What follows belongs to an exercise in optimizing a design on an open flow for small area, a short achievable clock period and few clock cycles; a production flow would make more cautious choices.
Function was checked by simulation only, so behaviour that the tests miss may differ from the original.
No activity file was given, so power comes from the tool's default toggle rates.

before:
## moldudp64_rx_top
module moldudp64_rx_top
(
	input  wire        clk,
	input  wire        nreset,
	input  wire        s_tvalid,
	input  wire        s_tlast,
	input  wire [7:0]  s_tkeep,
	input  wire [63:0] s_tdata,
	output logic       s_tready,
	output logic       msg_valid,
	output logic       msg_start,
	output logic       msg_last,
	output logic [7:0] msg_mask,
	output logic [63:0] msg_data,
	output logic [79:0] msg_sid,
	output logic [63:0] msg_seq
);
For scale: roughly 1800 cells after synthesis, ~300 I/O pins, roughly 21000 µm² of cells after synthesis.
Settings: LEC_CHECK=0, CAP_MARGIN=20, CORE_MARGIN=2, CORE_UTILIZATION=60, SETUP_SLACK_MARGIN=4.0, SLEW_MARGIN=20, TNS_END_PERCENT=30; clock period 6.5 ns.
standard.sh (not shown) runs the stock make flow with config.mk's settings and CLKGATE_MAP_FILE= SYNTH_SCRIPT=/design/flow/synth_recipe.tcl, a recipe that flattens the netlist after the stock synthesis.
==> flow/flow/run.sh <==
#!/bin/bash
# Layout: the standard flow (standard.sh, all steps to finish), with
# - sky130_fd_sc_hd__buf_1 as the cell that buffers each input and output port;
# - clock tree synthesis on larger sink clusters driven by clkbuf_16 cells,
#   without dummy loads (the other CTS options are the standard ones).
# The full output of the run goes to standard.log in this folder; ORFS keeps
# each step's own log under orfs/logs.
set -uo pipefail
export BUFFER_PORTS_ARGS="-buffer_cell sky130_fd_sc_hd__buf_1"
export CTS_ARGS="-sink_clustering_enable -repair_clock_nets -dont_use_dummy_load -sink_clustering_size 25 -sink_clustering_max_diameter 60 -buf_list {sky130_fd_sc_hd__clkbuf_16}"
bash standard.sh > standard.log 2>&1
status=$?
tail -n 20 standard.log
exit $status
Testbench counts of before, summed over its fixed seeds: cycles 15,562.
## Diff of input files: after against before
diff --git a/flow/design.v b/flow/design.v
--- a/flow/design.v
+++ b/flow/design.v
@@ -256,36 +256,21 @@
 			lastmsg_d = (cnt_q == 16'd2);
 		if (mode_q == M_H2)
 			lastmsg_d = (hcnt == 16'd1);
 	end
 	npok_d = !(act && load_len);
 	np_src = c_q[3] ? lw_q : c_q + lw_q;
 end
 logic hz_next;   
-logic np_odd;
-assign np_odd  = c_q[3] ? lw_q[0] : (c_q[0] ^ lw_q[0]);
-assign hz_next = accept ? (np_odd ? win_z[15] : win_z[14])
-                        : (np_odd ? win_z[7]  : win_z[6]);
-function automatic logic np_ge(input logic [3:0] c, input logic [3:0] lw, input int k);
-	np_ge = 1'b0;
-	if (c[3]) begin
-		np_ge = ({28'd0, lw} >= k);
-	end else begin
-		for (int i = 0; i < 8; i++)
-			if (c[2:0] == 3'(i) && {28'd0, lw} >= k - i)
-				np_ge = 1'b1;
-	end
-endfunction
-logic [3:0] np_cmp;   
-assign np_cmp = {np_ge(c_q, lw_q, 9), np_ge(c_q, lw_q, 8),
-                 np_ge(c_q, lw_q, 7), np_ge(c_q, lw_q, 6)};
+assign hz_next = accept ? (np_src[0] ? win_z[15] : win_z[14])
+                        : (np_src[0] ? win_z[7]  : win_z[6]);
 function automatic logic [2:0] ctl(input logic [2:0] m, input logic [3:0] c,
 	input logic lastw, input logic zl, input logic lastmsg, input logic npok,
-	input logic [3:0] npc, input logic hzn);
+	input logic [3:0] np, input logic hzn);
 	logic want, need, hold;
 	want = 1'b1;
 	need = 1'b1;
 	hold = 1'b0;
 	if (m == M_H0 || m == M_H1 || m == M_H2 || c[3]) begin
 		want = 1'b1;
 		need = 1'b1;
 	end else if (m == M_LEN) begin
@@ -298,31 +283,31 @@
 	end else if (zl) begin
 		want = lastmsg && (c != 4'd0);
 		need = 1'b0;
 	end else if (!lastw) begin
 		want = 1'b1;
 		need = (c != 4'd0);
 	end else if (lastmsg) begin
 		want = 1'b1;
-		need = npc[3];
+		need = (np > 4'd8);
 	end else begin
-		want = npc[2] || (npc[0] && hzn);
-		need = npc[1];
+		want = (np >= 4'd8) || ((np >= 4'd6) && hzn);
+		need = (np >= 4'd7);
 	end
 	ctl = {want, need, hold};
 endfunction
 logic [2:0] ctl_idle, ctl_fb, ctl_nb0, ctl_nb1, ctl_d;
 always_comb begin
-	ctl_idle = ctl(mode_q, c_q, lastw_q, zl_q, lastmsg_q, 1'b1, np_cmp, hz_next);
-	ctl_fb   = ctl(M_LEN, c_fb[3:0], lastw_nl, zl_q, lastmsg_d, 1'b0, np_cmp, hz_next);
+	ctl_idle = ctl(mode_q, c_q, lastw_q, zl_q, lastmsg_q, 1'b1, np_src, hz_next);
+	ctl_fb   = ctl(M_LEN, c_fb[3:0], lastw_nl, zl_q, lastmsg_d, 1'b0, np_src, hz_next);
 	ctl_nb0  = ctl(mode_nb, c_nb[3:0], load_len ? 1'b0 : lastw_nl, zl_q, lastmsg_d,
-	               !load_len, np_cmp, hz_next);
+	               !load_len, np_src, hz_next);
 	ctl_nb1  = ctl(mode_nb, c_nb[3:0], load_len ? 1'b1 : lastw_nl, zl_q, lastmsg_d,
-	               !load_len, np_cmp, hz_next);
+	               !load_len, np_src, hz_next);
 	if (!act)
 		ctl_d = ctl_idle;
 	else if (fb)
 		ctl_d = ctl_fb;
 	else
 		ctl_d = lf_le8 ? ctl_nb1 : ctl_nb0;
 end
 logic want_d, need_d, hold_d;
Notes after the runs:
- In the flow results for after and before, the number of CTS-inserted buffers is smaller on after.
- before went all the way through synthesis, placement and routing and the layout is clean on timing, DRC and antenna.
- after ended with every stage complete and zero timing, DRC or antenna violations.
- after against before: initial antenna violation count now sits higher; sequential share of layout area now sits higher; net switching power now sits higher; time the worst path needs with I/O delays and setup now sits higher.
Testbench counts of after, summed over its fixed seeds: cycles 15,562.


## lane 2
The RTL this note starts from:
==> flow/design.v <==
`default_nettype none
package mold_pkg;
	typedef struct packed {
		logic                    valid;
		logic                    last;
		logic [8-1:0] keep;
		logic [64-1:0] data;
	} axis_beat_t;
	typedef struct packed {
		logic [80-1:0] sid;
		logic [64-1:0] seq;
		logic [16-1:0]  msg_cnt;
	} mold_header_t;
	typedef struct packed {
		logic [4-1:0]  cnt;
		logic [64-1:0] data;
	} byte_push_t;
	typedef struct packed {
		logic                    valid;
		logic                    start;
		logic                    last;
		logic [8-1:0] mask;
		logic [64-1:0] data;
	} mold_word_t;
	typedef struct packed {
		logic [80-1:0] sid;
		logic [64-1:0] seq;
	} mold_id_t;
endpackage
`default_nettype wire
`timescale 1ns/1ps
`default_nettype none
module moldudp64_rx_top
(
	input  wire        clk,
	input  wire        nreset,
	input  wire        s_tvalid,
	input  wire        s_tlast,
	input  wire [7:0]  s_tkeep,
	input  wire [63:0] s_tdata,
	output logic       s_tready,
	output logic       msg_valid,
	output logic       msg_start,
	output logic       msg_last,
	output logic [7:0] msg_mask,
	output logic [63:0] msg_data,
	output logic [79:0] msg_sid,
	output logic [63:0] msg_seq
);
localparam logic [2:0] M_H0 = 3'd0;    
localparam logic [2:0] M_H1 = 3'd1;    
localparam logic [2:0] M_H2 = 3'd2;    
localparam logic [2:0] M_LEN = 3'd3;   
localparam logic [2:0] M_BODY = 3'd4;  
logic [2:0]  mode_q;
logic [63:0] w0_q;
logic [3:0]  c_q;       
logic [15:0] rem_q;     
logic [3:0]  lw_q;      
logic [3:0]  np_q;      
logic        npok_q;    
logic [3:0]  lsel_q;    
logic        lastw_q;   
logic        zl_q;      
logic        first_q;   
logic [15:0] cnt_q;     
logic        lastmsg_q;
logic        fresh_q;   
logic        want_q;    
logic        need_q;    
logic        hold_q;    
logic [79:0] sid_q;
logic [63:0] seq_q;
logic        iv_q;
logic        inomsg_q;
logic [63:0] in_q;
logic        ov_q, os_q, ol_q;
logic [7:0]  om_q;
logic [63:0] od_q;
logic [7:0]  win [0:15];
logic [7:0]  in_z_q, in_le8_q, w0_z_q, w0_le8_q;
logic [15:0] win_z;     
logic [15:0] win_le8;   
always_comb begin
	for (int i = 0; i < 8; i++) begin
		win[i]   = w0_q[8*i +: 8];
		win[i+8] = in_q[8*i +: 8];
	end
	win_z   = {in_z_q, w0_z_q};
	win_le8 = {in_le8_q, w0_le8_q};
end
logic [135:0] win_flat;
logic [63:0]  word;
assign win_flat = {8'h00, in_q, w0_q};
logic [103:0] word_s4;
logic [79:0]  word_s2;
assign word_s4 = c_q[2] ? win_flat[135:32] : win_flat[103:0];
assign word_s2 = c_q[1] ? word_s4[95:16] : word_s4[79:0];
assign word    = c_q[0] ? word_s2[71:8] : word_s2[63:0];
logic [7:0]  winn [0:15];
logic [15:0] winn_le8;
logic [15:0] winn_z;
always_comb begin
	for (int i = 0; i < 15; i++) begin
		winn[i]     = win[i+1];
		winn_le8[i] = win_le8[i+1];
		winn_z[i]   = win_z[i+1];
	end
	winn[15]     = 8'd0;
	winn_le8[15] = 1'b0;
	winn_z[15]   = 1'b0;
end
logic [15:0] lfield;
logic        lf_zero;
logic        lf_le8;
logic [7:0]  lf_hi;
always_comb begin
	if (mode_q == M_LEN)
		lf_hi = word[7:0];
	else if (mode_q == M_H2)
		lf_hi = in_q[39:32];
	else
		lf_hi = 8'h00;
end
assign lfield  = {lf_hi, winn[lsel_q]};
assign lf_zero = win_z[lsel_q] & winn_z[lsel_q];
assign lf_le8  = win_z[lsel_q] & winn_le8[lsel_q];
logic [15:0] hcnt;
logic        nomsg;
assign hcnt  = {in_q[23:16], in_q[31:24]};
assign nomsg = inomsg_q;
logic       emit;
logic       seq_evt;
logic       load_len;
logic       msg_end;
logic [2:0] mode_n;
logic [4:0] cn;        
always_comb begin
	emit     = 1'b0;
	seq_evt  = 1'b0;
	load_len = 1'b0;
	msg_end  = 1'b0;
	mode_n   = mode_q;
	cn       = {1'b0, c_q};
	case (mode_q)
		M_H0: mode_n = M_H1;
		M_H1: mode_n = M_H2;
		M_H2: begin
			if (nomsg) begin
				mode_n = M_H0;
			end else begin
				load_len = 1'b1;
				mode_n   = M_BODY;
				cn       = 5'd14;
			end
		end
		M_LEN: begin
			if (!c_q[3]) begin
				load_len = 1'b1;
				mode_n   = M_BODY;
				cn       = {1'b0, c_q} + 5'd2;
			end
		end
		default: begin
			if (c_q[3]) begin
			end else if (zl_q) begin
				seq_evt = 1'b1;
				msg_end = 1'b1;
				if (lastmsg_q) begin
					if (c_q == 4'd0) begin
						mode_n = M_H1;
					end else begin
						mode_n = M_H0;
						cn     = 5'd8;
					end
				end else begin
					mode_n = M_LEN;
				end
			end else if (!lastw_q) begin
				emit    = 1'b1;
				seq_evt = first_q;
				cn      = {1'b0, c_q} + 5'd8;
			end else begin
				emit    = 1'b1;
				seq_evt = first_q;
				msg_end = 1'b1;
				if (lastmsg_q) begin
					mode_n = M_H0;
					cn     = (np_q > 4'd8) ? 5'd16 : 5'd8;
				end else begin
					load_len = 1'b1;
					if (np_q >= 4'd14 || !win_z[lsel_q]) begin
						mode_n = M_LEN;
						cn     = {1'b0, np_q};
					end else begin
						cn     = {1'b0, np_q} + 5'd2;
					end
				end
			end
		end
	endcase
end
logic act;
logic accept;
assign act      = !hold_q && (!need_q || iv_q);
assign accept   = want_q && iv_q;
assign s_tready = !iv_q || want_q;
always_ff @(posedge clk) begin
	if (!nreset)
		iv_q <= 1'b0;
	else if (s_tready)
		iv_q <= s_tvalid;
end
always_ff @(posedge clk) begin
	if (s_tready && s_tvalid) begin
		in_q <= s_tdata;
		inomsg_q <= s_tlast && !s_tkeep[4];
		for (int i = 0; i < 8; i++) begin
			in_z_q[i]   <= (s_tdata[8*i +: 8] == 8'd0);
			in_le8_q[i] <= (s_tdata[8*i +: 8] <= 8'd8);
		end
	end
end
logic [2:0] mode_adv;
always_comb begin
	mode_adv = mode_n;
	if (mode_n == M_H0 && accept && mode_q == M_BODY && cn == 5'd8)
		mode_adv = M_H1;
end
logic [4:0] c_adv;
assign c_adv = accept ? cn - 5'd8 : cn;
logic [2:0] mode_d;
logic [3:0] c_d;
logic       lastw_d;
logic       zl_d;
logic       lastmsg_d;
logic       npok_d;
logic [3:0] np_src;
always_comb begin
	mode_d    = mode_q;
	c_d       = c_q;
	lastw_d   = lastw_q;
	zl_d      = zl_q;
	lastmsg_d = lastmsg_q;
	if (act) begin
		mode_d = mode_adv;
		c_d    = c_adv[3:0];
		if (emit && !lastw_q)
			lastw_d = (rem_q <= 16'd16);
		if (load_len) begin
			lastw_d = lf_le8;
			zl_d    = lf_zero;
		end
		if (msg_end)
			lastmsg_d = (cnt_q == 16'd2);
		if (mode_q == M_H2)
			lastmsg_d = (hcnt == 16'd1);
	end
	npok_d = !(act && load_len);
	np_src = c_q[3] ? lw_q : c_q + lw_q;
end
logic want_d, need_d, hold_d;
logic hz_next;   
assign hz_next = accept ? (np_src[0] ? win_z[15] : win_z[14])
                        : (np_src[0] ? win_z[7]  : win_z[6]);
always_comb begin
	want_d = 1'b1;
	need_d = 1'b1;
	hold_d = 1'b0;
	if (mode_d == M_H0 || mode_d == M_H1 || mode_d == M_H2 || c_d[3]) begin
		want_d = 1'b1;
		need_d = 1'b1;
	end else if (mode_d == M_LEN) begin
		want_d = (c_d >= 4'd6);
		need_d = (c_d == 4'd7);
	end else if (!npok_d) begin
		want_d = !lastw_d;
		need_d = !lastw_d && (c_d != 4'd0);
		hold_d = lastw_d;
	end else if (zl_d) begin
		want_d = lastmsg_d && (c_d != 4'd0);
		need_d = 1'b0;
	end else if (!lastw_d) begin
		want_d = 1'b1;
		need_d = (c_d != 4'd0);
	end else if (lastmsg_d) begin
		want_d = 1'b1;
		need_d = (np_src > 4'd8);
	end else begin
		want_d = (np_src >= 4'd8) || ((np_src >= 4'd6) && hz_next);
		need_d = (np_src >= 4'd7);
	end
end
logic [3:0] lsel_d;
always_comb begin
	if (mode_d == M_H2)
		lsel_d = 4'd12;
	else if (mode_d == M_LEN)
		lsel_d = c_d;
	else
		lsel_d = np_src;
end
always_ff @(posedge clk) begin
	if (!nreset) begin
		mode_q <= M_H0;
		ov_q   <= 1'b0;
		want_q <= 1'b1;
		need_q <= 1'b1;
		hold_q <= 1'b0;
	end else begin
		mode_q <= mode_d;
		ov_q   <= act && emit;
		want_q <= want_d;
		need_q <= need_d;
		hold_q <= hold_d;
	end
end
always_ff @(posedge clk) begin
	if (accept) begin
		w0_q     <= in_q;
		w0_z_q   <= in_z_q;
		w0_le8_q <= in_le8_q;
	end
	c_q       <= c_d;
	lastw_q   <= lastw_d;
	zl_q      <= zl_d;
	lastmsg_q <= lastmsg_d;
	npok_q    <= npok_d;
	np_q      <= np_src;
	lsel_q    <= lsel_d;
	if (act) begin
		if (emit) begin
			first_q <= 1'b0;
			if (!lastw_q)
				rem_q <= rem_q - 16'd8;
		end
		if (load_len) begin
			rem_q   <= lfield;
			lw_q    <= (lfield[2:0] == 3'd0) ? 4'd8 : {1'b0, lfield[2:0]};
			first_q <= 1'b1;
		end
		if (msg_end)
			cnt_q <= cnt_q - 16'd1;
		if (mode_q == M_H2)
			cnt_q <= hcnt;
	end
end
always_ff @(posedge clk) begin
	if (act) begin
		if (mode_q == M_H1) begin
			sid_q        <= {w0_q[7:0], w0_q[15:8], w0_q[23:16], w0_q[31:24],
			                 w0_q[39:32], w0_q[47:40], w0_q[55:48], w0_q[63:56],
			                 in_q[7:0], in_q[15:8]};
			seq_q[63:16] <= {in_q[23:16], in_q[31:24], in_q[39:32],
			                 in_q[47:40], in_q[55:48], in_q[63:56]};
		end else if (mode_q == M_H2) begin
			seq_q[15:0] <= {in_q[7:0], in_q[15:8]};
			fresh_q     <= 1'b1;
		end else if (seq_evt) begin
			if (!fresh_q)
				seq_q <= seq_q + 64'd1;
			fresh_q <= 1'b0;
		end
	end
end
always_ff @(posedge clk) begin
	os_q <= first_q;
	ol_q <= lastw_q;
	od_q <= word;
	for (int i = 0; i < 8; i++)
		om_q[i] <= !lastw_q || (i < lw_q);
end
assign msg_valid = ov_q;
assign msg_start = os_q;
assign msg_last  = ol_q;
assign msg_mask  = om_q;
assign msg_data  = od_q;
assign msg_sid   = sid_q;
assign msg_seq   = seq_q;
endmodule
`default_nettype wire
==> flow/config.mk <==
export PLATFORM = sky130hd
export DESIGN_NAME = moldudp64_rx_top
export DESIGN_NICKNAME = moldudp64_rx_top
export VERILOG_FILES = /design/flow/design.v
export SDC_FILE = /design/flow/constraint.sdc
export NUM_CORES = 4
export LEC_CHECK = 0
export CAP_MARGIN = 20
export CORE_MARGIN = 2
export CORE_UTILIZATION = 60
export SETUP_SLACK_MARGIN = 4.0
export SLEW_MARGIN = 20
==> flow/constraint.sdc <==
create_clock -name core_clock -period 6.5 [get_ports {clk}]
set_input_delay 1.3000 -clock core_clock [delete_from_list [all_inputs] [get_ports {clk}]]
set_output_delay 1.3000 -clock core_clock [all_outputs]
set_load 0.01 [all_outputs]
==> flow/flow/run.sh <==
#!/bin/bash
# Layout: the standard flow (standard.sh, all steps to finish), with
# sky130_fd_sc_hd__buf_1 as the cell that buffers each input and output port.
# The full output of the run goes to standard.log in this folder; ORFS keeps
# each step's own log under orfs/logs.
set -uo pipefail
export BUFFER_PORTS_ARGS="-buffer_cell sky130_fd_sc_hd__buf_1"
bash standard.sh > standard.log 2>&1
status=$?
tail -n 20 standard.log
exit $status
Testbench counts of lane 2, summed over its fixed seeds: cycles 15,562.
> inputs changed (lane 2 -> lane 5)
--- a/flow/design.v
+++ b/flow/design.v
@@ -89,14 +89,10 @@
 	win_z   = {in_z_q, w0_z_q};
 	win_le8 = {in_le8_q, w0_le8_q};
 end
-logic [135:0] win_flat;
+logic [127:0] win_flat;
 logic [63:0]  word;
-assign win_flat = {8'h00, in_q, w0_q};
-logic [103:0] word_s4;
-logic [79:0]  word_s2;
-assign word_s4 = c_q[2] ? win_flat[135:32] : win_flat[103:0];
-assign word_s2 = c_q[1] ? word_s4[95:16] : word_s4[79:0];
-assign word    = c_q[0] ? word_s2[71:8] : word_s2[63:0];
+assign win_flat = {in_q, w0_q};
+assign word = win_flat[{c_q[2:0], 3'b000} +: 64];
 logic [7:0]  winn [0:15];
 logic [15:0] winn_le8;
 logic [15:0] winn_z;
Results
Lane 5 closes out successfully: all stages finished, all timing, DRC and antenna checks passed.
Lane 2 → lane 5: relative area change from synthesis to final layout went up 1.0 points, synthesized cell count went up 5.7%.
Compared with lane 2, in lane 5 minimum clock period shows a reduction of 0.14 ns, global routing met1 resource utilization shows an increase of 0.33 points.
Via count of the first global-routing pass up 3.8% in lane 5 wrt lane 2
Between lane 5 and lane 2, the met3 wire length is lower for lane 5.
The lower wire length came out of lane 2.
Comparing lane 2 against lane 5, there is no change at all in setup-violating endpoint count in the final report.
Looking only at all-layer global routing usage, and setting everything else aside, the higher value of lane 5 and lane 2 goes to lane 2.
Testbench counts of lane 5, summed over its fixed seeds: cycles 15,562.

-- static timing again, ports no longer ideal --
How much do the figures lean on ideal ports? The routed layouts below were timed once more, with nothing changed but the port constraints.
Step 1 sets driving cells, clkbuf_16 on the clock port and buf_2 on the other inputs (assumed; they add their load-dependent delay and slew).
Step 2 moves the port delays by t, midway between the first and last clock arrival at a register: inputs arrive t later, outputs are due t later. That takes back most of the time a late clock gives input paths.
Three values: ideal ports, drivers, drivers and shift; two values: the first two.
| run | shift t [ns] | setup WS [ns] | latest minus earliest clock arrival (ns) | worst register clock-pin slew, ns |
|---|---|---|---|---|
| before | 0.585 | 3.956 / 3.901 / 3.703 | 0.068 / 0.068 | 0.09 / 0.09 |
| after | 0.627 | 3.898 / 3.873 / 3.709 | 0.061 / 0.061 | 0.10 / 0.10 |
| lane 2 | 0.631 | 3.765 / 3.765 / 3.765 | 0.013 / 0.013 | 0.07 / 0.07 |
| lane 5 | 0.609 | 3.908 / 3.908 / 3.823 | 0.020 / 0.020 | 0.07 / 0.07 |
After both steps setup and hold are still met in every run listed. The setup slack of before, which loses most, moves by -0.055 ns with the drivers and by -0.253 ns with both steps.
